Source: an optimization exercise on an open RTL-to-GDS flow (aim: small area, a short achievable clock period and few clock cycles per item). Production flows keep margins and buffers that such runs may drop. The RTL was checked by simulation tests, not by an equivalence proof against the original design.

## aes_core
module aes_core (
    input  logic                            clk,
    input  logic                            rst,
    input  logic                            start,
    input  logic [aes_pkg::block_width-1:0] plaintext,
    input  logic [aes_pkg::block_width-1:0] key,
    output logic [aes_pkg::block_width-1:0] ciphertext,
    output logic                            valid
);
export LEC_CHECK = 0
export ABC_AREA = 1
export CAP_MARGIN = 20
export CORE_MARGIN = 2
export CORE_UTILIZATION = 45
export SETUP_SLACK_MARGIN = 0.2
export SLEW_MARGIN = 20
create_clock -name core_clock -period 7.0 [get_ports {clk}]
standard.sh (not shown) runs the stock make flow with config.mk's settings and CLKGATE_MAP_FILE= SYNTH_SCRIPT=/design/flow/synth_recipe.tcl, a recipe that flattens the netlist after the stock synthesis.
==> flow/flow/run.sh <==
#!/bin/bash
# Standard ORFS layout with these changes:
#  - synthesis maps the logic with an area-oriented ABC script
#    (flow/abc_area.script), which suits this XOR-heavy design far
#    better than the stock scripts;
#  - synthesis skips the half/full-adder extraction, which would
#    freeze XOR/AND pairs of the S-boxes into slow adder cells;
#  - every port still gets its own buffer, but the smallest one.
# The registers and their names are those of the standard synthesis.
set -euo pipefail
WORK=$(pwd)
rm -rf "$WORK/scripts_mod"
cp -r "$FLOW_HOME/scripts" "$WORK/scripts_mod"
cp "$WORK/flow/abc_area.script" "$WORK/scripts_mod/abc_area.script"
bash "$WORK/standard.sh" SCRIPTS_DIR="$WORK/scripts_mod" ABC_AREA=1 ADDER_MAP_FILE= \
    BUFFER_PORTS_ARGS="-buffer_cell sky130_fd_sc_hd__buf_1" \
    finish > "$WORK/make_finish.log" 2>&1
==> flow/flow/abc_area.script <==
strash
dc2
dch
amap
topo
stime -c
buffer -c
upsize -c
dnsize -c
Testbench counts at the start, summed over its fixed seeds: cycles 10,560, blocks 960.
Rerun with:
--- a/flow/flow/run.sh
+++ b/flow/flow/run.sh
@@ -3,3 +3,3 @@
-#  - synthesis maps the logic with an area-oriented ABC script
-#    (flow/abc_area.script), which suits this XOR-heavy design far
-#    better than the stock scripts;
+#  - synthesis maps the logic with its own ABC script
+#    (flow/abc_area.script), (delay-oriented mapping with area recovery), which suits this
+#    XOR-heavy design far better than the stock scripts;
==> flow/flow/abc_area.script (replaced) <==
strash
dc2
&get -n
&dch
&nf -p -R 10
&put
topo
stime -c
buffer -c
upsize -c
dnsize -c
Settings changed: SETUP_SLACK_MARGIN 0.2 to 1.75.
Result: The changed run completed without violations; global-route usage came out lower by 8.4 points; wire length drops by 15%; via count decreases by 26%; cell area went up by 21%; first-iteration DRC count came out lower by 41%; fmax went up by 25%.
Rerun with:
Settings changed: CORE_UTILIZATION 45 to 60, SETUP_SLACK_MARGIN 1.75 to 1.5.
Worst hold slack barely changes.
Clock-buffer cell count falls by 4.
Synthesized cell count stays the same.
Final area falls by a little under a tenth.
Sequential share of layout area rises by 1.2 points.
Synthesized area does not change.
Rerun with:
--- a/flow/flow/run.sh
+++ b/flow/flow/run.sh
@@ -4,2 +4,3 @@
-#    (flow/abc_area.script), (delay-oriented mapping with area recovery), which suits this
-#    XOR-heavy design far better than the stock scripts;
+#    (flow/abc_area.script: delay-oriented mapping with some area
+#    recovery), which suits this XOR-heavy design far better than
+#    the stock scripts;
@@ -9,0 +11,2 @@
+# make's output goes to make_finish.log; each ORFS step writes its
+# own full log under orfs/logs/.
==> flow/flow/abc_area.script (replaced) <==
strash
dc2
&get -n
&dch
&nf -p -R 20
&put
topo
stime -c
buffer -c
upsize -c
dnsize -c
Settings changed: CORE_UTILIZATION 60 to 45, SETUP_SLACK_MARGIN 1.5 to 1.25.
Worst setup slack degrades by 0.16 ns. Global-route usage went down by 8.4 points.

---

Starting RTL as in the previous note.
Settings: LEC_CHECK=0, ABC_AREA=1, CAP_MARGIN=20, CORE_MARGIN=2, CORE_UTILIZATION=45, SETUP_SLACK_MARGIN=1.5, SLEW_MARGIN=20; clock period 7.0 ns.
==> flow/flow/run.sh <==
#!/bin/bash
# Standard ORFS layout with these changes:
#  - synthesis maps the logic with its own ABC script
#    (flow/abc_area.script), (delay-oriented mapping with area recovery), which suits this
#    XOR-heavy design far better than the stock scripts;
#  - synthesis skips the half/full-adder extraction, which would
#    freeze XOR/AND pairs of the S-boxes into slow adder cells;
#  - every port still gets its own buffer, but the smallest one.
# The registers and their names are those of the standard synthesis.
set -euo pipefail
WORK=$(pwd)
rm -rf "$WORK/scripts_mod"
cp -r "$FLOW_HOME/scripts" "$WORK/scripts_mod"
cp "$WORK/flow/abc_area.script" "$WORK/scripts_mod/abc_area.script"
bash "$WORK/standard.sh" SCRIPTS_DIR="$WORK/scripts_mod" ABC_AREA=1 ADDER_MAP_FILE= \
    BUFFER_PORTS_ARGS="-buffer_cell sky130_fd_sc_hd__buf_1" \
    finish > "$WORK/make_finish.log" 2>&1
==> flow/flow/abc_area.script <==
strash
dc2
&get -n
&dch
&nf -p -R 10
&put
topo
stime -c
buffer -c
upsize -c
dnsize -c
Testbench counts at the start, summed over its fixed seeds: cycles 10,560, blocks 960.
==> next run, changes <==
--- a/flow/flow/run.sh
+++ b/flow/flow/run.sh
@@ -2,10 +2,13 @@
 # Standard ORFS layout with these changes:
 #  - synthesis maps the logic with its own ABC script
-#    (flow/abc_area.script), (delay-oriented mapping with area recovery), which suits this
-#    XOR-heavy design far better than the stock scripts;
+#    (flow/abc_area.script: delay-oriented mapping with some area
+#    recovery), which suits this XOR-heavy design far better than
+#    the stock scripts;
 #  - synthesis skips the half/full-adder extraction, which would
 #    freeze XOR/AND pairs of the S-boxes into slow adder cells;
 #  - every port still gets its own buffer, but the smallest one.
 # The registers and their names are those of the standard synthesis.
+# make's output goes to make_finish.log; each ORFS step writes its
+# own full log under orfs/logs/.
 set -euo pipefail
 WORK=$(pwd)
==> flow/flow/abc_area.script (replaced) <==
strash
dc2
&get -n
&dch
&nf -p -R 50
&put
topo
stime -c
buffer -c
upsize -c
dnsize -c
--- a/flow/config.mk
+++ b/flow/config.mk
@@ -9,5 +9,5 @@
 export CAP_MARGIN = 20
 export CORE_MARGIN = 2
-export CORE_UTILIZATION = 45
-export SETUP_SLACK_MARGIN = 1.5
+export CORE_UTILIZATION = 55
+export SETUP_SLACK_MARGIN = 1.25
 export SLEW_MARGIN = 20
=> Area after synthesis decreases by 5.1%; final area shrinks by 10%; critical path depth rose by 2.
==> next run, changes <==
--- a/flow/config.mk
+++ b/flow/config.mk
@@ -9,5 +9,5 @@
 export CAP_MARGIN = 20
 export CORE_MARGIN = 2
-export CORE_UTILIZATION = 55
-export SETUP_SLACK_MARGIN = 1.25
+export CORE_UTILIZATION = 45
+export SETUP_SLACK_MARGIN = 1.0
 export SLEW_MARGIN = 20
Outcome:
- The changed run finished with timing, DRC and antenna clean
- via count went down by 1.0%
- setup slack is worse by 0.11 ns
- die area climbs by 22%
- routed wire length increases by 4.0%
- non-clock buffer count decreases by 36

-- separate check: timing with driven ports --
The results above use ideal ports. As a check the final layouts listed here were re-extracted and re-timed, cells and wires unchanged.
Step 1, drivers: a clkbuf_16 drives clk and a buf_2 each remaining input, both assumed.
Step 2 adds t to the input delays and takes it off the output delays; t is the mean of the earliest and latest rising clock arrival at the registers after step 1. Input paths then give back, and output paths get back, about the clock's delay inside the block.
Slacks: ideal ports / drivers / drivers and shift; pairs: ideal ports / drivers.
run | shift t [ns] | slack for setup (ns) | worst hold slack (ns)
the first run of note 1 | 0.684 | 0.469 / 0.469 / 0.469 | 0.480 / 0.480 / 0.480
the second run of note 1 | 0.693 | 1.786 / 1.786 / 1.786 | 0.480 / 0.480 / 0.480
the third run of note 1 | 0.676 | 1.570 / 1.570 / 1.570 | 0.481 / 0.481 / 0.481
the fourth run of note 1 | 0.685 | 1.413 / 1.413 / 1.413 | 0.480 / 0.480 / 0.480
the first run of note 2 | 0.693 | 1.585 / 1.585 / 1.585 | 0.478 / 0.478 / 0.478
the second run of note 2 | 0.665 | 1.359 / 1.359 / 1.359 | 0.485 / 0.485 / 0.485
the third run of note 2 | 0.683 | 1.253 / 1.253 / 1.253 | 0.480 / 0.480 / 0.480
After both steps every run listed still meets setup and hold.
